This is an optimization exercise on Yosys and OpenROAD, whose aim is small area, not a production implementation. The RTL was checked by simulation tests, not by an equivalence proof against the original design. Power is estimated from default activity; no workload was simulated. No driver is modelled on the clock port, so clocking that relies on it looks cheaper here than on a real chip.

==> v17: inputs <==
==> flow/design.v <==
module tm_ao22 (input logic a, b, c, d, output logic y);
   assign y = (a & b) | (c & d);
endmodule
module tm_ao222 (input logic a, b, c, d, e, f, output logic y);
   assign y = (a & b) | (c & d) | (e & f);
endmodule
module tm_aoi222 (input logic a, b, c, d, e, f, output logic y);
   assign y = ~((a & b) | (c & d) | (e & f));
endmodule
module tm_nand3b (input logic an, b, c, output logic y);
   assign y = ~(~an & b & c);
endmodule
module tm_nand2 (input logic a, b, output logic y);
   assign y = ~(a & b);
endmodule
module tm_nor2 (input logic a, b, output logic y);
   assign y = ~(a | b);
endmodule
module tm_and2 (input logic a, b, output logic y);
   assign y = a & b;
endmodule
module tm_inv (input logic a, output logic y);
   assign y = ~a;
endmodule
module tm_oai21 (input logic a1, a2, b1, output logic y);
   assign y = ~((a1 | a2) & b1);
endmodule
module tm_rd8 (input logic [7:0] s, input logic [7:0] x, output logic y);
   logic n0, n1, t67;
   tm_aoi222 u_0 (.a(s[0]), .b(x[0]), .c(s[1]), .d(x[1]), .e(s[2]), .f(x[2]), .y(n0));
   tm_aoi222 u_1 (.a(s[3]), .b(x[3]), .c(s[4]), .d(x[4]), .e(s[5]), .f(x[5]), .y(n1));
   tm_ao22   u_2 (.a(s[6]), .b(x[6]), .c(s[7]), .d(x[7]), .y(t67));
   tm_nand3b u_3 (.an(t67), .b(n0), .c(n1), .y(y));
endmodule
module tm_lookup #(
   parameter int NT = 8,
   parameter int AW = 32
) (
   input  logic [NT*AW-1:0] base,     
   input  logic [NT*AW-1:0] limit,    
   input  logic [NT-1:0]    sel,
   input  logic [AW-1:0]    addr,
   output logic             hit
);
   logic [AW-1:0] w_sb, w_sl, w_an;
   logic [AW:0]   w_cb, w_cl;    
   for (genvar k = 0; k < AW; k++) begin : g_bit
      logic [NT-1:0] xb, xl;
      for (genvar t = 0; t < NT; t++) begin : g_t
         assign xb[t] = base[t*AW+k];
         assign xl[t] = limit[t*AW+k];
      end
      tm_rd8 u_rb (.s(sel), .x(xb), .y(w_sb[k]));
      tm_rd8 u_rl (.s(sel), .x(xl), .y(w_sl[k]));
      if (k == 0) begin : g_first
         tm_nor2 u_cb (.a(w_sb[k]), .b(addr[k]), .y(w_cb[k+1]));
         tm_and2 u_cl (.a(addr[k]),  .b(w_sl[k]), .y(w_cl[k+1]));
      end else begin : g_rest
         logic gb, pb, gl, pl;
         tm_inv u_an (.a(addr[k]), .y(w_an[k]));
         if (k % 2 == 0) begin : g_even
            tm_nor2  u_gb (.a(w_sb[k]), .b(w_an[k]), .y(gb));
            tm_nand2 u_pb (.a(w_sb[k]), .b(w_an[k]), .y(pb));
            tm_oai21 u_cb (.a1(gb), .a2(w_cb[k]), .b1(pb), .y(w_cb[k+1]));
            tm_nor2  u_gl (.a(addr[k]), .b(w_sl[k]), .y(gl));
            tm_nand2 u_pl (.a(addr[k]), .b(w_sl[k]), .y(pl));
            tm_oai21 u_cl (.a1(gl), .a2(w_cl[k]), .b1(pl), .y(w_cl[k+1]));
         end else begin : g_odd
            tm_nand2 u_gb (.a(w_sb[k]), .b(addr[k]),  .y(gb));
            tm_nor2  u_pb (.a(w_sb[k]), .b(addr[k]),  .y(pb));
            tm_oai21 u_cb (.a1(pb), .a2(w_cb[k]), .b1(gb), .y(w_cb[k+1]));
            tm_nand2 u_gl (.a(w_an[k]), .b(w_sl[k]), .y(gl));
            tm_nor2  u_pl (.a(w_an[k]), .b(w_sl[k]), .y(pl));
            tm_oai21 u_cl (.a1(pl), .a2(w_cl[k]), .b1(gl), .y(w_cl[k+1]));
         end
      end
   end
   assign w_cb[0] = 1'b1;
   assign w_cl[0] = 1'b1;
   assign hit = w_cb[AW] & w_cl[AW];
endmodule
module thread_mmu #(
   parameter int NUM_TRD = 8,
   parameter int TRD_W   = 3,
   parameter int AW      = 32
) (
   input  logic             clk,
   input  logic             rst_n,
   input  logic [AW-1:0]    i_addr,
   input  logic [TRD_W-1:0] i_trd,
   input  logic             i_rd,
   input  logic [AW-1:0]    d_addr,
   input  logic [TRD_W-1:0] d_trd,
   input  logic             d_rd,
   input  logic             d_wr,
   output logic             i_segfault,
   output logic             d_segfault,
   input  logic             i_fill_req,
   input  logic             d_fill_req,
   input  logic             d_fill_wr,
   output logic             i_fill_done,
   output logic             d_fill_done,
   output logic             fill_err,
   input  logic             cfg_we,
   input  logic             cfg_side,
   input  logic [TRD_W-1:0] cfg_trd,
   input  logic [AW-1:0]    cfg_base,
   input  logic [AW-1:0]    cfg_limit,
   input  logic             ready,
   input  logic             tx_done,
   output logic [1:0]       mem_op,
   output logic [63:0]      cpu_addr
);
   logic [NUM_TRD*AW-1:0] w_ib, w_il, w_db, w_dl;
   logic                  r_v0_i, r_v0_d;
   logic [AW-1:0]         w_wb, w_wl;    
   assign w_wb = cfg_base  ^ 32'hAAAA_AAAB;
   assign w_wl = cfg_limit ^ 32'h5555_5555;
   for (genvar t = 0; t < NUM_TRD; t++) begin : g_trd
      logic          w_we_i, w_we_d, w_hold_i, w_hold_d;
      logic [AW-1:0] r_ib, r_il, r_db, r_dl;
      logic [AW-1:0] w_ib_d, w_il_d, w_db_d, w_dl_d;
      assign w_we_i   = cfg_we & ~cfg_side & (cfg_trd == TRD_W'(t));
      assign w_we_d   = cfg_we &  cfg_side & (cfg_trd == TRD_W'(t));
      assign w_hold_i = ~w_we_i;
      assign w_hold_d = ~w_we_d;
      for (genvar k = 0; k < AW; k++) begin : g_bit
         tm_ao22 u_ib (.a(r_ib[k]), .b(w_hold_i), .c(w_wb[k]),      .d(w_we_i), .y(w_ib_d[k]));
         tm_ao22 u_il (.a(r_il[k]), .b(w_hold_i), .c(w_wl[k]),     .d(w_we_i), .y(w_il_d[k]));
         tm_ao22 u_db (.a(r_db[k]), .b(w_hold_d), .c(w_wb[k]),      .d(w_we_d), .y(w_db_d[k]));
         tm_ao22 u_dl (.a(r_dl[k]), .b(w_hold_d), .c(w_wl[k]),     .d(w_we_d), .y(w_dl_d[k]));
      end
      always_ff @(posedge clk) begin
         r_ib[AW-2:0] <= w_ib_d[AW-2:0];
         r_il[AW-2:0] <= w_il_d[AW-2:0];
         r_db[AW-2:0] <= w_db_d[AW-2:0];
         r_dl[AW-2:0] <= w_dl_d[AW-2:0];
      end
      if (t == 0) begin : g_t0
         always_ff @(posedge clk) begin
            r_ib[AW-1] <= w_ib_d[AW-1];
            r_il[AW-1] <= w_il_d[AW-1];
            r_db[AW-1] <= w_db_d[AW-1];
            r_dl[AW-1] <= w_dl_d[AW-1];
         end
         always_ff @(posedge clk or negedge rst_n) begin
            if (!rst_n) begin
               r_v0_i <= 1'b0;
               r_v0_d <= 1'b0;
            end else begin
               r_v0_i <= r_v0_i | w_we_i;
               r_v0_d <= r_v0_d | w_we_d;
            end
         end
      end else begin : g_tn
         always_ff @(posedge clk or negedge rst_n) begin
            if (!rst_n) begin
               r_ib[AW-1] <= 1'b0;
               r_il[AW-1] <= 1'b0;
               r_db[AW-1] <= 1'b0;
               r_dl[AW-1] <= 1'b0;
            end else begin
               r_ib[AW-1] <= w_ib_d[AW-1];
               r_il[AW-1] <= w_il_d[AW-1];
               r_db[AW-1] <= w_db_d[AW-1];
               r_dl[AW-1] <= w_dl_d[AW-1];
            end
         end
      end
      assign w_ib[t*AW +: AW] = r_ib;
      assign w_il[t*AW +: AW] = r_il;
      assign w_db[t*AW +: AW] = r_db;
      assign w_dl[t*AW +: AW] = r_dl;
   end
   logic [NUM_TRD-1:0] w_i_sel, w_d_sel;
   logic               w_i_cmp, w_d_cmp, w_i_in, w_d_in;
   for (genvar t = 0; t < NUM_TRD; t++) begin : g_sel
      assign w_i_sel[t] = (i_trd == TRD_W'(t));
      assign w_d_sel[t] = (d_trd == TRD_W'(t));
   end
   tm_lookup #(.NT(NUM_TRD), .AW(AW)) u_i_look (
      .base(w_ib), .limit(w_il), .sel(w_i_sel), .addr(i_addr), .hit(w_i_cmp));
   tm_lookup #(.NT(NUM_TRD), .AW(AW)) u_d_look (
      .base(w_db), .limit(w_dl), .sel(w_d_sel), .addr(d_addr), .hit(w_d_cmp));
   assign w_i_in = (w_i_sel[0] & ~r_v0_i) ? (i_addr[AW-1:9] == 23'h80)  : w_i_cmp;
   assign w_d_in = (w_d_sel[0] & ~r_v0_d) ? (d_addr[AW-1:8] == 24'h102) : w_d_cmp;
   assign i_segfault = i_rd & ~w_i_in;
   assign d_segfault = (d_rd | d_wr) & ~w_d_in;
   typedef enum logic [1:0] {ST_IDLE, ST_ISSUE, ST_WAIT, ST_DONE} state_t;
   state_t        r_state, w_nxt;
   logic          r_side, r_last_d, r_err;
   logic          r_i_done, r_d_done, r_fill_err;
   logic [1:0]    r_op;
   logic [AW-1:0] r_addr, w_addr_d;
   logic          w_i_pend, w_d_pend, w_grant, w_gnt_d, w_sel_valid;
   logic          w_ld_i, w_ld_d, w_ld_n;
   assign w_i_pend    = i_fill_req & ~r_i_done;
   assign w_d_pend    = d_fill_req & ~r_d_done;
   assign w_grant     = (r_state == ST_IDLE) & (w_i_pend | w_d_pend);
   assign w_gnt_d     = w_d_pend & (~w_i_pend | ~r_last_d);
   assign w_sel_valid = w_gnt_d ? w_d_in : w_i_in;
   always_comb begin
      w_nxt = r_state;
      case (r_state)
         ST_IDLE:  if (w_i_pend || w_d_pend) begin
                      if (w_sel_valid) w_nxt = ST_ISSUE;
                      else             w_nxt = ST_DONE;
                   end
         ST_ISSUE: if (ready) w_nxt = ST_WAIT;
         ST_WAIT:  if (tx_done) w_nxt = ST_DONE;
         default:  w_nxt = ST_IDLE;
      endcase
   end
   assign w_ld_d = w_grant & w_sel_valid & w_gnt_d;
   assign w_ld_i = w_grant & w_sel_valid & ~w_gnt_d;
   assign w_ld_n = ~(w_grant & w_sel_valid);
   for (genvar k = 0; k < AW; k++) begin : g_addr
      tm_ao222 u_a (.a(r_addr[k]), .b(w_ld_n), .c(d_addr[k]), .d(w_ld_d), .e(i_addr[k]),
                    .f(w_ld_i), .y(w_addr_d[k]));
   end
   always_ff @(posedge clk or negedge rst_n) begin
      if (!rst_n) begin
         r_state    <= ST_IDLE;
         r_side     <= 1'b0;
         r_last_d   <= 1'b0;
         r_err      <= 1'b0;
         r_op       <= 2'b00;
         r_addr     <= '0;
         r_i_done   <= 1'b0;
         r_d_done   <= 1'b0;
         r_fill_err <= 1'b0;
      end else begin
         r_state    <= w_nxt;
         r_addr     <= w_addr_d;
         r_i_done   <= (r_state == ST_DONE) && !r_side;
         r_d_done   <= (r_state == ST_DONE) && r_side;
         r_fill_err <= (r_state == ST_DONE) && r_err;
         if (w_grant) begin
            r_side   <= w_gnt_d;
            r_last_d <= w_gnt_d;
            r_op     <= (w_gnt_d && d_fill_wr) ? 2'b11 : 2'b01;
            r_err    <= !w_sel_valid;
         end
      end
   end
   assign mem_op      = (r_state == ST_ISSUE) ? r_op : 2'b00;
   assign cpu_addr    = {{(64-AW){1'b0}}, r_addr};
   assign i_fill_done = r_i_done;
   assign d_fill_done = r_d_done;
   assign fill_err    = r_fill_err;
endmodule
==> flow/run.sh <==
#!/bin/bash
# synth_recipe.tcl (not shown) runs the flow's synth.tcl, then flattens the netlist and writes it again
# the make line also repeats each setting of config.mk as NAME=value (left out here)
make -C /OpenROAD-flow-scripts/flow DESIGN_CONFIG=/design/flow/config.mk WORK_HOME=/design/flow/orfs CLKGATE_MAP_FILE= SYNTH_SCRIPT=/design/flow/synth_recipe.tcl finish
==> flow/config.mk <==
export PLATFORM = sky130hd
export DESIGN_NAME = thread_mmu
export DESIGN_NICKNAME = thread_mmu
export VERILOG_FILES = /design/flow/design.v
export SDC_FILE = /design/flow/constraint.sdc
export NUM_CORES = 4
export LEC_CHECK = 0
export CAP_MARGIN = 20
export CORE_MARGIN = 2
export CORE_UTILIZATION = 40
export PLACE_DENSITY = 0.6
export SLEW_MARGIN = 20
export SYNTH_HIERARCHICAL = 1
==> flow/constraint.sdc <==
create_clock -name core_clock -period 7.0 [get_ports {clk}]
set_input_delay 1.4000 -clock core_clock [delete_from_list [all_inputs] [get_ports {clk}]]
set_output_delay 1.4000 -clock core_clock [all_outputs]
set_load 0.01 [all_outputs]
==> v26 (differences from v17) <==
--- a/flow/design.v
+++ b/flow/design.v
@@ -33,2 +33,37 @@
    tm_nand3b u_3 (.an(t67), .b(n0), .c(n1), .y(y));
+endmodule
+module tm_ao21 (input logic a1, a2, b1, output logic y);
+   assign y = (a1 & a2) | b1;
+endmodule
+module tm_cmp #(
+   parameter bit INV1 = 1'b0
+) (
+   input  logic [31:0] a1,
+   input  logic [31:0] b1,
+   input  logic        c1,
+   output logic        c32
+);
+   logic [32:0] w_c;     
+   logic [32:0] w_c0;    
+   logic [32:0] w_c1;    
+   assign w_c[1] = c1;
+   for (genvar k = 1; k < 10; k++) begin : g_b0
+      tm_oai21 u_c (.a1(a1[k]), .a2(w_c[k]), .b1(b1[k]), .y(w_c[k+1]));
+   end
+   for (genvar k = 10; k < 32; k++) begin : g_b12
+      if (k == 10 || k == 20) begin : g_start
+         tm_inv u_0 (.a(INV1 ? b1[k] : a1[k]), .y(w_c0[k+1]));
+         tm_inv u_1 (.a(INV1 ? a1[k] : b1[k]), .y(w_c1[k+1]));
+      end else begin : g_next
+         tm_oai21 u_0 (.a1(a1[k]), .a2(w_c0[k]), .b1(b1[k]), .y(w_c0[k+1]));
+         tm_oai21 u_1 (.a1(a1[k]), .a2(w_c1[k]), .b1(b1[k]), .y(w_c1[k+1]));
+      end
+   end
+   if (INV1) begin : g_sel_n
+      tm_ao21 u_s1 (.a1(w_c0[20]), .a2(w_c[10]), .b1(w_c1[20]), .y(w_c[20]));
+      tm_ao21 u_s2 (.a1(w_c0[32]), .a2(w_c[20]), .b1(w_c1[32]), .y(c32));
+   end else begin : g_sel_p
+      tm_ao21 u_s1 (.a1(w_c1[20]), .a2(w_c[10]), .b1(w_c0[20]), .y(w_c[20]));
+      tm_ao21 u_s2 (.a1(w_c1[32]), .a2(w_c[20]), .b1(w_c0[32]), .y(c32));
+   end
 endmodule
@@ -45,3 +80,4 @@
    logic [AW-1:0] w_sb, w_sl, w_an;
-   logic [AW:0]   w_cb, w_cl;    
+   logic [AW-1:0] w_ab, w_bb, w_al, w_bl;    
+   logic          w_cb1, w_cl1, w_hb, w_hln;
    for (genvar k = 0; k < AW; k++) begin : g_bit
@@ -55,27 +91,24 @@
       if (k == 0) begin : g_first
-         tm_nor2 u_cb (.a(w_sb[k]), .b(addr[k]), .y(w_cb[k+1]));
-         tm_and2 u_cl (.a(addr[k]),  .b(w_sl[k]), .y(w_cl[k+1]));
-      end else begin : g_rest
-         logic gb, pb, gl, pl;
-         tm_inv u_an (.a(addr[k]), .y(w_an[k]));
-         if (k % 2 == 0) begin : g_even
-            tm_nor2  u_gb (.a(w_sb[k]), .b(w_an[k]), .y(gb));
-            tm_nand2 u_pb (.a(w_sb[k]), .b(w_an[k]), .y(pb));
-            tm_oai21 u_cb (.a1(gb), .a2(w_cb[k]), .b1(pb), .y(w_cb[k+1]));
-            tm_nor2  u_gl (.a(addr[k]), .b(w_sl[k]), .y(gl));
-            tm_nand2 u_pl (.a(addr[k]), .b(w_sl[k]), .y(pl));
-            tm_oai21 u_cl (.a1(gl), .a2(w_cl[k]), .b1(pl), .y(w_cl[k+1]));
-         end else begin : g_odd
-            tm_nand2 u_gb (.a(w_sb[k]), .b(addr[k]),  .y(gb));
-            tm_nor2  u_pb (.a(w_sb[k]), .b(addr[k]),  .y(pb));
-            tm_oai21 u_cb (.a1(pb), .a2(w_cb[k]), .b1(gb), .y(w_cb[k+1]));
-            tm_nand2 u_gl (.a(w_an[k]), .b(w_sl[k]), .y(gl));
-            tm_nor2  u_pl (.a(w_an[k]), .b(w_sl[k]), .y(pl));
-            tm_oai21 u_cl (.a1(pl), .a2(w_cl[k]), .b1(gl), .y(w_cl[k+1]));
-         end
-      end
-   end
-   assign w_cb[0] = 1'b1;
-   assign w_cl[0] = 1'b1;
-   assign hit = w_cb[AW] & w_cl[AW];
+         tm_nor2  u_cb (.a(w_sb[k]), .b(addr[k]), .y(w_cb1));
+         tm_nand2 u_cl (.a(addr[k]), .b(w_sl[k]), .y(w_cl1));
+         assign w_ab[k] = 1'b0;
+         assign w_bb[k] = 1'b0;
+         assign w_al[k] = 1'b0;
+         assign w_bl[k] = 1'b0;
+      end else if (k % 2 == 0) begin : g_even
+         tm_inv   u_an (.a(addr[k]), .y(w_an[k]));
+         tm_nor2  u_gb (.a(w_sb[k]), .b(w_an[k]), .y(w_ab[k]));
+         tm_nand2 u_pb (.a(w_sb[k]), .b(w_an[k]), .y(w_bb[k]));
+         tm_nor2  u_pl (.a(w_an[k]), .b(w_sl[k]), .y(w_al[k]));
+         tm_nand2 u_gl (.a(w_an[k]), .b(w_sl[k]), .y(w_bl[k]));
+      end else begin : g_odd
+         tm_nor2  u_pb (.a(w_sb[k]), .b(addr[k]), .y(w_ab[k]));
+         tm_nand2 u_gb (.a(w_sb[k]), .b(addr[k]), .y(w_bb[k]));
+         tm_nor2  u_gl (.a(addr[k]), .b(w_sl[k]), .y(w_al[k]));
+         tm_nand2 u_pl (.a(addr[k]), .b(w_sl[k]), .y(w_bl[k]));
+      end
+   end
+   tm_cmp #(.INV1(1'b0)) u_cb (.a1(w_ab), .b1(w_bb), .c1(w_cb1), .c32(w_hb));
+   tm_cmp #(.INV1(1'b1)) u_cl (.a1(w_al), .b1(w_bl), .c1(w_cl1), .c32(w_hln));
+   assign hit = w_hb & ~w_hln;
 endmodule
@@ -117,3 +150,3 @@
    assign w_wb = cfg_base  ^ 32'hAAAA_AAAB;
-   assign w_wl = cfg_limit ^ 32'h5555_5555;
+   assign w_wl = cfg_limit ^ 32'hAAAA_AAAB;
    for (genvar t = 0; t < NUM_TRD; t++) begin : g_trd
@@ -158,5 +191,5 @@
                r_ib[AW-1] <= 1'b0;
-               r_il[AW-1] <= 1'b0;
+               r_il[AW-1] <= 1'b1;
                r_db[AW-1] <= 1'b0;
-               r_dl[AW-1] <= 1'b0;
+               r_dl[AW-1] <= 1'b1;
             end else begin
==> flow/flow/run.sh (new file) <==
#!/bin/bash
# The standard layout (standard.sh, with the standard synthesis unchanged), with:
#  - port buffers as buf_1 cells (buffer_ports -buffer_cell),
#  - CTS with larger sink clusters and no dummy loads.
# The make output goes to standard_flow.log; each ORFS step keeps its own log under orfs/logs.
set -euo pipefail
bash standard.sh \
  BUFFER_PORTS_ARGS="-buffer_cell sky130_fd_sc_hd__buf_1" \
  CTS_ARGS="-sink_clustering_enable -repair_clock_nets -sink_clustering_size 30 -sink_clustering_max_diameter 100 -buf_list sky130_fd_sc_hd__clkbuf_16 -dont_use_dummy_load" \
  finish > standard_flow.log 2>&1
==> flow/standard.sh (new file) <==
#!/bin/bash
# synth_recipe.tcl (not shown) runs the flow's synth.tcl, then flattens the netlist and writes it again
# the make line also repeats each setting of config.mk as NAME=value (left out here)
make -C /OpenROAD-flow-scripts/flow DESIGN_CONFIG=/design/flow/config.mk WORK_HOME=/design/flow/orfs CLKGATE_MAP_FILE= SYNTH_SCRIPT=/design/flow/synth_recipe.tcl "${@:-finish}"
- CAP_MARGIN: 20 -> 0
- CORE_UTILIZATION: 40 -> 60
- PLACE_DENSITY: 0.6 -> 0.7
- SLEW_MARGIN: 20 -> 0
removed: flow/run.sh
==> results.txt <==
v26 went through all stages and came out clean. v17 reached the layout checks and failed them: negative setup slack. Between v17 and v26, the lower cell count is in v26 (gap 14%, measured against v26). In flip-flop and latch count, v17 and v26 do not differ. In v17 the setup slack is worse than in v26, by 1.5 ns. In v17 the routed wire length is larger than in v26, by 5.7%. In v26 the non-clock buffer count is lower than in v17, by 120. Of v26 and v17, v17 has the higher critical path depth (gap 21). Area after synthesis: v26 is higher than v17 (about 1%). Sequential power is about the same in v26 and v17.
==> figures <==
                                                                   v26                       v17
Die extent in y                                                 260 um                    316 um
Post-cts resize count                                                0                        95
Clock insertion delay at the later pin of the skew report      0.64 ns                   0.70 ns
Number of instances in the placed design                          4529                      4964
Pwr/cell area                                              328 nW/um^2               357 nW/um^2
Critical Path AT                                               5.49 ns                   7.04 ns
Terminating pin of the worst hold path                         r_op[0]          g_trd[6].r_dl[9]
Worst Max-Slew Pin Slew                                        1.22 ns                   1.23 ns
Length of routed wiring on met1                               55700 um                  66400 um
Path length in cells of the critical path                           23                        44
Result of the run                     no timing/DRC/antenna violations  finished with violations
Violated checks                                                      -      negative setup slack
Post-CTS Repair Setup Buffers                                        0                        19
Total routing usage reported by global routing                   41.4%                     29.9%
Setup violators final                                                0                        34
Count of buffer and inverter cells on the critical path              5                         6
Sum of internal, switching and leakage power                   14.2 mW                   17.3 mW
Worst Path Max Fanout                                               17                         5
Routing usage on met3                                            10.6%                     6.32%

re-timing with driven ports:
The results above use ideal ports. As a check the final layouts listed here were re-extracted and re-timed, cells and wires unchanged. Step 1 assumes that a clkbuf_16 drives the clock port and a buf_2 every other input. Step 2 also shifts input and output timing later by t, the mid clock arrival at the registers, as if the neighbouring blocks saw the same clock. a / b / c = ideal / step 1 / step 2; a / b = the first two.
| run | t, ns | setup slack, ns | slew at the worst register clock pin (ns) | worst slew at a driven data input, ns |
|---|---|---|---|---|
| v17 | 0.758 | -1.438 / -1.471 / -1.471 | 0.07 / 0.07 | 0.08 |
| v26 | 0.696 | 0.108 / 0.087 / 0.087 | 0.12 / 0.12 | 0.08 |
For v17, which loses most, drivers alone change the setup slack by -0.033 ns; drivers and shift together by -0.033 ns.
